From an optimization exercise on the open Yosys and OpenROAD flow, aimed at small area; shortcuts taken in it are not production practice.
No functional check of the RTL was part of this run.
No activity file was given, so power comes from the tool's default toggle rates.

==> design/flow/design.v <==
module id_branch_predict #(
    parameter int PC_WIDTH   = 32,
    parameter int DATA_WIDTH = 32,
    parameter int BHT_DEPTH  = 64,
    parameter int TAG_WIDTH  = 8
) (
    input  logic                  clk,
    input  logic                  rst,
    input  logic [PC_WIDTH-1:0]   if_pc,
    output logic                  pred_taken,
    output logic [PC_WIDTH-1:0]   pred_target,
    input  logic                  id_valid,
    input  logic                  id_stall,
    input  logic [PC_WIDTH-1:0]   id_pc,
    input  logic [1:0]            id_type,
    input  logic [2:0]            id_cmp,
    input  logic                  id_pred_taken,
    input  logic [PC_WIDTH-1:0]   id_pred_target,
    input  logic [4:0]            id_rs1,
    input  logic [4:0]            id_rs2,
    input  logic [DATA_WIDTH-1:0] reg_rdata1,
    input  logic [DATA_WIDTH-1:0] reg_rdata2,
    input  logic [DATA_WIDTH-1:0] imm,
    input  logic                  exmem_reg_write,
    input  logic                  memwb_reg_write,
    input  logic [4:0]            exmem_reg_dest,
    input  logic [4:0]            memwb_reg_dest,
    input  logic [DATA_WIDTH-1:0] exmem_reg_wdata,
    input  logic [DATA_WIDTH-1:0] wb_reg_wdata,
    output logic                  flush_pipeline,
    output logic [PC_WIDTH-1:0]   redirect_pc,
    output logic [15:0]           mispredict_cnt
);
    localparam int IDX_W   = $clog2(BHT_DEPTH);
    localparam int TAG_LSB = IDX_W + 2;
    localparam logic [PC_WIDTH-1:0] PC_FOUR = PC_WIDTH'(4);
    localparam logic [1:0] TYPE_BR   = 2'b00;
    localparam logic [1:0] TYPE_JAL  = 2'b01;
    localparam logic [1:0] TYPE_JALR = 2'b10;
    localparam logic [1:0] TYPE_NONE = 2'b11;
    localparam logic [2:0] CMP_EQ  = 3'b000;
    localparam logic [2:0] CMP_NE  = 3'b001;
    localparam logic [2:0] CMP_LT  = 3'b100;
    localparam logic [2:0] CMP_GE  = 3'b101;
    localparam logic [2:0] CMP_LTU = 3'b110;
    localparam logic [2:0] CMP_GEU = 3'b111;
    logic                 tbl_valid  [BHT_DEPTH];
    logic [TAG_WIDTH-1:0] tbl_tag    [BHT_DEPTH];
    logic [PC_WIDTH-1:0]  tbl_target [BHT_DEPTH];
    logic [1:0]           tbl_ctr    [BHT_DEPTH];
    logic [IDX_W-1:0]     if_idx;
    logic [TAG_WIDTH-1:0] if_tag;
    logic                 if_hit;
    assign if_idx      = if_pc[IDX_W+1:2];
    assign if_tag      = if_pc[TAG_LSB+TAG_WIDTH-1:TAG_LSB];
    assign if_hit      = tbl_valid[if_idx] && (tbl_tag[if_idx] == if_tag);
    assign pred_taken  = if_hit && tbl_ctr[if_idx][1];
    assign pred_target = pred_taken ? tbl_target[if_idx] : (if_pc + PC_FOUR);
    logic [DATA_WIDTH-1:0] rs1_fwd;
    logic [DATA_WIDTH-1:0] rs2_fwd;
    always_comb begin
        rs1_fwd = reg_rdata1;
        if (exmem_reg_write && (exmem_reg_dest != 5'd0) && (exmem_reg_dest == id_rs1))
            rs1_fwd = exmem_reg_wdata;
        else if (memwb_reg_write && (memwb_reg_dest != 5'd0) && (memwb_reg_dest == id_rs1))
            rs1_fwd = wb_reg_wdata;
    end
    always_comb begin
        rs2_fwd = reg_rdata2;
        if (exmem_reg_write && (exmem_reg_dest != 5'd0) && (exmem_reg_dest == id_rs2))
            rs2_fwd = exmem_reg_wdata;
        else if (memwb_reg_write && (memwb_reg_dest != 5'd0) && (memwb_reg_dest == id_rs2))
            rs2_fwd = wb_reg_wdata;
    end
    logic br_taken;
    always_comb begin
        br_taken = 1'b0;
        case (id_cmp)
            CMP_EQ:  br_taken = (rs1_fwd == rs2_fwd);
            CMP_NE:  br_taken = (rs1_fwd != rs2_fwd);
            CMP_LT:  br_taken = ($signed(rs1_fwd) <  $signed(rs2_fwd));
            CMP_GE:  br_taken = ($signed(rs1_fwd) >= $signed(rs2_fwd));
            CMP_LTU: br_taken = (rs1_fwd <  rs2_fwd);
            CMP_GEU: br_taken = (rs1_fwd >= rs2_fwd);
            default: br_taken = 1'b0;
        endcase
    end
    logic                actual_taken;
    logic [PC_WIDTH-1:0] target_base;
    logic [PC_WIDTH-1:0] target_sum;
    logic [PC_WIDTH-1:0] actual_target;
    always_comb begin
        actual_taken = 1'b0;
        case (id_type)
            TYPE_BR:   actual_taken = br_taken;
            TYPE_JAL:  actual_taken = 1'b1;
            TYPE_JALR: actual_taken = 1'b1;
            default:   actual_taken = 1'b0;
        endcase
    end
    assign target_base   = (id_type == TYPE_JALR) ? PC_WIDTH'(rs1_fwd) : id_pc;
    assign target_sum    = target_base + PC_WIDTH'(imm);
    assign actual_target = {target_sum[PC_WIDTH-1:1], 1'b0};
    logic resolve;
    logic mispredict;
    assign resolve    = id_valid && !id_stall && (id_type != TYPE_NONE);
    assign mispredict = resolve &&
                        ((actual_taken != id_pred_taken) ||
                         (actual_taken && (id_pred_target != actual_target)));
    assign flush_pipeline = mispredict;
    assign redirect_pc    = !mispredict ? '0 :
                            (actual_taken ? actual_target : (id_pc + PC_FOUR));
    logic [IDX_W-1:0]     id_idx;
    logic [TAG_WIDTH-1:0] id_tag;
    logic                 id_hit;
    assign id_idx = id_pc[IDX_W+1:2];
    assign id_tag = id_pc[TAG_LSB+TAG_WIDTH-1:TAG_LSB];
    assign id_hit = tbl_valid[id_idx] && (tbl_tag[id_idx] == id_tag);
    always_ff @(posedge clk) begin
        if (rst) begin
            for (int i = 0; i < BHT_DEPTH; i++) begin
                tbl_valid[i]  <= 1'b0;
                tbl_tag[i]    <= '0;
                tbl_target[i] <= '0;
                tbl_ctr[i]    <= 2'b01;
            end
            mispredict_cnt <= '0;
        end else begin
            if (resolve) begin
                if (id_hit) begin
                    if (actual_taken) begin
                        if (tbl_ctr[id_idx] != 2'b11)
                            tbl_ctr[id_idx] <= tbl_ctr[id_idx] + 2'd1;
                        tbl_target[id_idx] <= actual_target;
                    end else if (tbl_ctr[id_idx] != 2'b00) begin
                        tbl_ctr[id_idx] <= tbl_ctr[id_idx] - 2'd1;
                    end
                end else if (actual_taken) begin
                    tbl_valid[id_idx]  <= 1'b1;
                    tbl_tag[id_idx]    <= id_tag;
                    tbl_target[id_idx] <= actual_target;
                    tbl_ctr[id_idx]    <= 2'b10;
                end
            end
            if (mispredict && (mispredict_cnt != 16'hFFFF))
                mispredict_cnt <= mispredict_cnt + 16'd1;
        end
    end
endmodule
==> design/flow/run.sh <==
#!/bin/bash
# synth_recipe.tcl (not shown) runs the flow's synth.tcl, then flattens the netlist and writes it again
# the make line also repeats each setting of config.mk as NAME=value (left out here)
make -C /OpenROAD-flow-scripts/flow DESIGN_CONFIG=/design/flow/config.mk WORK_HOME=/design/flow/orfs CLKGATE_MAP_FILE= SYNTH_SCRIPT=/design/flow/synth_recipe.tcl finish
==> design/flow/config.mk <==
export PLATFORM = sky130hd
export DESIGN_NAME = id_branch_predict
export DESIGN_NICKNAME = id_branch_predict
export VERILOG_FILES = /design/flow/design.v
export SDC_FILE = /design/flow/constraint.sdc
export NUM_CORES = 4
export LEC_CHECK = 0
export CAP_MARGIN = 20
export CORE_MARGIN = 2
export CORE_UTILIZATION = 40
export SLEW_MARGIN = 20
==> design/flow/constraint.sdc <==
create_clock -name core_clock -period 13.0 [get_ports {clk}]
set_input_delay 2.6000 -clock core_clock [delete_from_list [all_inputs] [get_ports {clk}]]
set_output_delay 2.6000 -clock core_clock [all_outputs]
set_load 0.01 [all_outputs]
==> run summary <==
----------------------------------------------------
[Pwr]
  Leakage power summed over all cells ... 49.97 nW
  Final Total Pwr ... 0.02113 W
  Pwr/cell area ... 143.7 mW/mm^2
  Worst IR Drop VDD ... 113.0 uV

[Floorplan]
  Initial standard-cell utilization of the core ... 0.4011
  Core Area ... 0.3235 mm^2
  Total I/O pin count ... 370
  # rows ... 209
  Die X ... 573.6 um
  Vertical extent of the die ... 573.6 um
  Total Die Area ... 0.3290 mm^2

[Placed design]
  Sum of net half-perimeters after detailed placement ... 279,800 um
  Area after detailed placement ... 0.1381 mm^2
  Final weighted congestion in routability-driven placement ... 0.9240
  Count of port buffers added during placement ... 369

[Clocking]
  Clk Latency, worst-skew pair ... 0.88 ns
  CTS HTree Levels ... 5
  Clk pin slew, worst setup/hold paths ... 0.06 ns
  Largest buffer count on any clock path ... 4
  Num CTS Buffers ... 283
  Cell at the root of the clock tree ... sky130_fd_sc_hd__clkbuf_16
  CTS tree ... done
  Number of hold-repair buffers added at the cts stage ... 0
  Clock Sink Count ... 2,704

[Timing]
  Final setup violation count ... 0
  Final setup skew ... 0.04453 ns
  Period Utilization, post-route ... 0.9691
  RSZ-0062 raised after global routing ... false
  Tightest slew margin relative to the limit ... 0.2078
  Final slew viol count ... 0
  Final Critical Period ... 12.60 ns
  Final Hold Vio Count ... 0
  Sum of negative setup slack ... 0 ns
  Max Clk Rate ... 79.38 MHz
  Slew at the pin closest to its max-slew limit ... 1.184 ns

[Drt]
  Total wirelength of the detailed-routed design ... 438,100 um
  Number of violations reported at the end of detailed-routing iteration 0 ... 11,230
  Remaining DRCs ... 0
  Avg Vias per Cell ... 6.084
  DR WL/cell ... 32.01 um
  Detail Route Antenna Nets ... 0
  Initial DRT Pass Iterations ... 9
  Routed via count ... 83,250

[GRT]
  Antenna violations before repair ... 32
  GRT overflow ... 0
  Wire length of the first global-routing pass ... 617,700 um
  Maximum number of pins on one net before global-route repair ... 125
  Overall global routing resource usage ... 0.2615
  Number of global-route vias before repair ... 81,710

[Logic synthesis]
  Fraction of registers with async set or reset after synthesis ... 0
  Sequential share of the synthesized area ... 0.6196
  Total number of yosys warnings ... 1
  Most used DFF post-synth ... sky130_fd_sc_hd__edfxtp_1
  Post-synth net total ... 9,490
  Cell area after synthesis ... 0.1298 mm^2
  Mean instance size in the synthesized netlist ... 14.21 um^2
  Number of distinct library cells after synthesis ... 84
  Synth Instances ... 9,133
  Number of enable flip-flop cells after synthesis ... 2,624
  Number of synthesized register bits ... 2,704

[Critical path]
  Launch instance of the worst register-to-register path ... tbl_tag[27][2]$_SDFFCE_PN0P_
  Critical path class ... input pin to primary output
  Arrival @ worst endpoint ... 10.00 ns
  R2R setup slack ... 7.65 ns
  Endpoint kind of the worst setup timing path ... primary output
  Startpoint types ... input pin
  Endpoint of the most critical register-to-register path ... tbl_ctr[18][0]$_SDFFCE_PN1P_
  Maximum fanout encountered on the critical timing path ... 46
  Worst Reg2Reg Path Length in Cells ... 12
  Required time worst endpoint ... 10.40 ns

[Min path]
  Hold/Removal Path Class ... flop to flop
  Critical hold path startpoint ... tbl_valid[20]$_DFF_P_
  Capture endpoint of the worst hold path ... tbl_valid[20]$_DFF_P_
  Cell count of the worst hold path ... 1

[Final layout]
  Area growth syn-to-layout ... 13.37%
  Highest-count cells in the layout ignoring fill and taps ... sky130_fd_sc_hd__edfxtp_1 (2,624), sky130_fd_sc_hd__nor2_1 (2,256), sky130_fd_sc_hd__mux4_2 (1,009)
  Share of layout cells above drive strength 1 ... 0.2025
  Number of nets in the finished design ... 9,482
  # fillers ... 28,320
  Most common cell after layout, fill and taps aside ... sky130_fd_sc_hd__edfxtp_1
  Area of all placed cells without fillers ... 0.1471 mm^2
  Area used by multi-input combinational logic ... 0.04625 mm^2
  Sequential cell area ... 0.08040 mm^2

[Job]
  Maximum Capacitance Violations ... 0

[Outcome]
  Outcome ... finished clean

----------------------------------------------------
power breakdown:
part	internal, W	total [W]	leakage, nW	switching [W]
logic	0.000924	0.00304	20.2	0.00211
clock network	0.00459	0.00802	4.34	0.00344
registers	0.00994	0.0101	25.4	0.000130
critical path, cell delays in order:
cell and delay, ns:
sky130_fd_sc_hd__clkdlybuf4s50_1 0.49, sky130_fd_sc_hd__or4_1 0.58, sky130_fd_sc_hd__o211ai_1 0.59, sky130_fd_sc_hd__nor2_4 0.18
sky130_fd_sc_hd__buf_4 0.31, sky130_fd_sc_hd__nand2_1 0.10, sky130_fd_sc_hd__o21ai_0 0.14, sky130_fd_sc_hd__mux2_2 0.32
sky130_fd_sc_hd__ha_1 0.40, sky130_fd_sc_hd__nand2_1 0.16, sky130_fd_sc_hd__nor4_1 0.47, sky130_fd_sc_hd__inv_1 0.10
sky130_fd_sc_hd__a311oi_1 0.28, sky130_fd_sc_hd__buf_4 0.21, sky130_fd_sc_hd__or2_1 0.27, sky130_fd_sc_hd__a31oi_1 0.16
sky130_fd_sc_hd__o41ai_2 0.55, sky130_fd_sc_hd__xnor2_1 0.16, sky130_fd_sc_hd__nand4_1 0.17, sky130_fd_sc_hd__nor4_4 0.06
sky130_fd_sc_hd__or2_2 0.53, sky130_fd_sc_hd__a211oi_1 0.47, sky130_fd_sc_hd__clkdlybuf4s50_1 0.65
routing by layer:
metal,share of wire,GRT usage,up-vias
li1,-,-,34090
met1,0.38,0.3563,43590
met2,0.47,0.4127,4827
met5,0.00027,0,-
met4,0.044,0.1036,18
met3,0.10,0.05219,736
worst max path at each step:
stage / endpoint / cells past startpoint / slack [ns] / startpoint
after CTS: redirect_pc[16] / 22 / 0.30 / exmem_reg_dest[1]
after detailed placement: redirect_pc[16] / 22 / 0.35 / exmem_reg_dest[1]
after global routing: redirect_pc[16] / 23 / 0.1 / id_rs1[2]
final: redirect_pc[16] / 23 / 0.40 / exmem_reg_dest[1]
after floorplan: redirect_pc[11] / 23 / 2.71 / memwb_reg_dest[0]
after global placement: redirect_pc[16] / 22 / 0.38 / exmem_reg_dest[1]
repair_timing:
item / CTS / global route
setup endpoints to repair: 0 / 1
gates resized for setup: 0 / 2
buffers inserted: 0 / 0
per-stage QoR:
stage,std cells,utilization,setup WS [ns],hold slack (ns)
2_1_floorplan,9133,-,2.714,0.4434
3_3_place_gp,13160,0.4266,0.3784,0.4620
3_5_place_dp,13160,0.4268,0.3486,0.4651
4_1_cts,13660,0.4544,0.2995,0.4787
5_1_grt,13660,0.4546,0.09620,0.4982
6_report,13680,0.4548,0.4023,0.4824
cell families after synthesis:
group	share of synthesized area
and+or+nand+nor	0.1203
DFF	0.6196
muxes	0.1841
buffers and inverters	0.02850
AOI/OAI and AO/OA	0.03101
xor gates and xnor gates	0.009720
adders and majority gates	0.006711
cell usage after synthesis, types with 58 or more instances:
| cell type | instances | share of area |
|---|---|---|
| sky130_fd_sc_hd__edfxtp_1 | 2624 | 0.61 |
| sky130_fd_sc_hd__nor2_1 | 2259 | 0.065 |
| sky130_fd_sc_hd__mux4_2 | 1009 | 0.18 |
| sky130_fd_sc_hd__clkbuf_1 | 759 | 0.022 |
| sky130_fd_sc_hd__and2_1 | 520 | 0.025 |
| sky130_fd_sc_hd__nand2_1 | 328 | 0.0095 |
| sky130_fd_sc_hd__a21oi_1 | 118 | 0.0046 |
| sky130_fd_sc_hd__buf_1 | 118 | 0.0034 |
| sky130_fd_sc_hd__o21ai_0 | 106 | 0.0041 |
| sky130_fd_sc_hd__xnor2_1 | 83 | 0.0056 |
| sky130_fd_sc_hd__dfxtp_1 | 80 | 0.012 |
| sky130_fd_sc_hd__a21o_1 | 79 | 0.0046 |
| sky130_fd_sc_hd__mux2i_1 | 75 | 0.0058 |
| sky130_fd_sc_hd__nand3_1 | 75 | 0.0029 |
| sky130_fd_sc_hd__o31ai_1 | 69 | 0.0040 |
| sky130_fd_sc_hd__ha_1 | 68 | 0.0066 |
| sky130_fd_sc_hd__nand4_1 | 62 | 0.0030 |
| sky130_fd_sc_hd__xor2_1 | 61 | 0.0041 |
| sky130_fd_sc_hd__and3_1 | 58 | 0.0028 |
registers in the layout, indices dropped and copies added, names as in the netlist:
signal / flops
tbl_target: 1984
tbl_tag: 512
tbl_ctr: 128
tbl_valid: 64
mispredict_cnt: 16
area by class of cell:
class | instances | area share
flip-flops and latches | 2704 | 0.5465
diodes | 22 | 0.0003742
multi-input cells | 5470 | 0.3144
repair buffers | 637 | 0.04051
inverters | 29 | 0.0007740
well taps | 4325 | 0.03679
clock buffers | 355 | 0.05111
clock inverters | 141 | 0.009509

## port drivers added, routing unchanged
Ports are ideal in the flow. The routed layout listed here was re-timed in OpenROAD. Step 1: set_driving_cell puts a clkbuf_16 on clk and a buf_2 on each other input, an assumption about the parent block. Step 2 times the ports against the registers' clock, not the clock port: input delays grow and output delays shrink by t, the midpoint of the rising clock arrivals with the driver on. Slacks: ideal / step 1 / step 2; pairs: ideal / step 1.
t, ns: 0.962
slack for setup (ns): 0.402 / 0.381 / 0.381
hold slack, ns: 0.482 / 0.482 / 0.482
worst setup path at the end: input to output
clock arrival spread, ns: 0.067 / 0.067
After both steps this run still meets setup and hold. For this run, drivers alone change the setup slack by -0.021 ns; drivers and shift together by -0.021 ns.
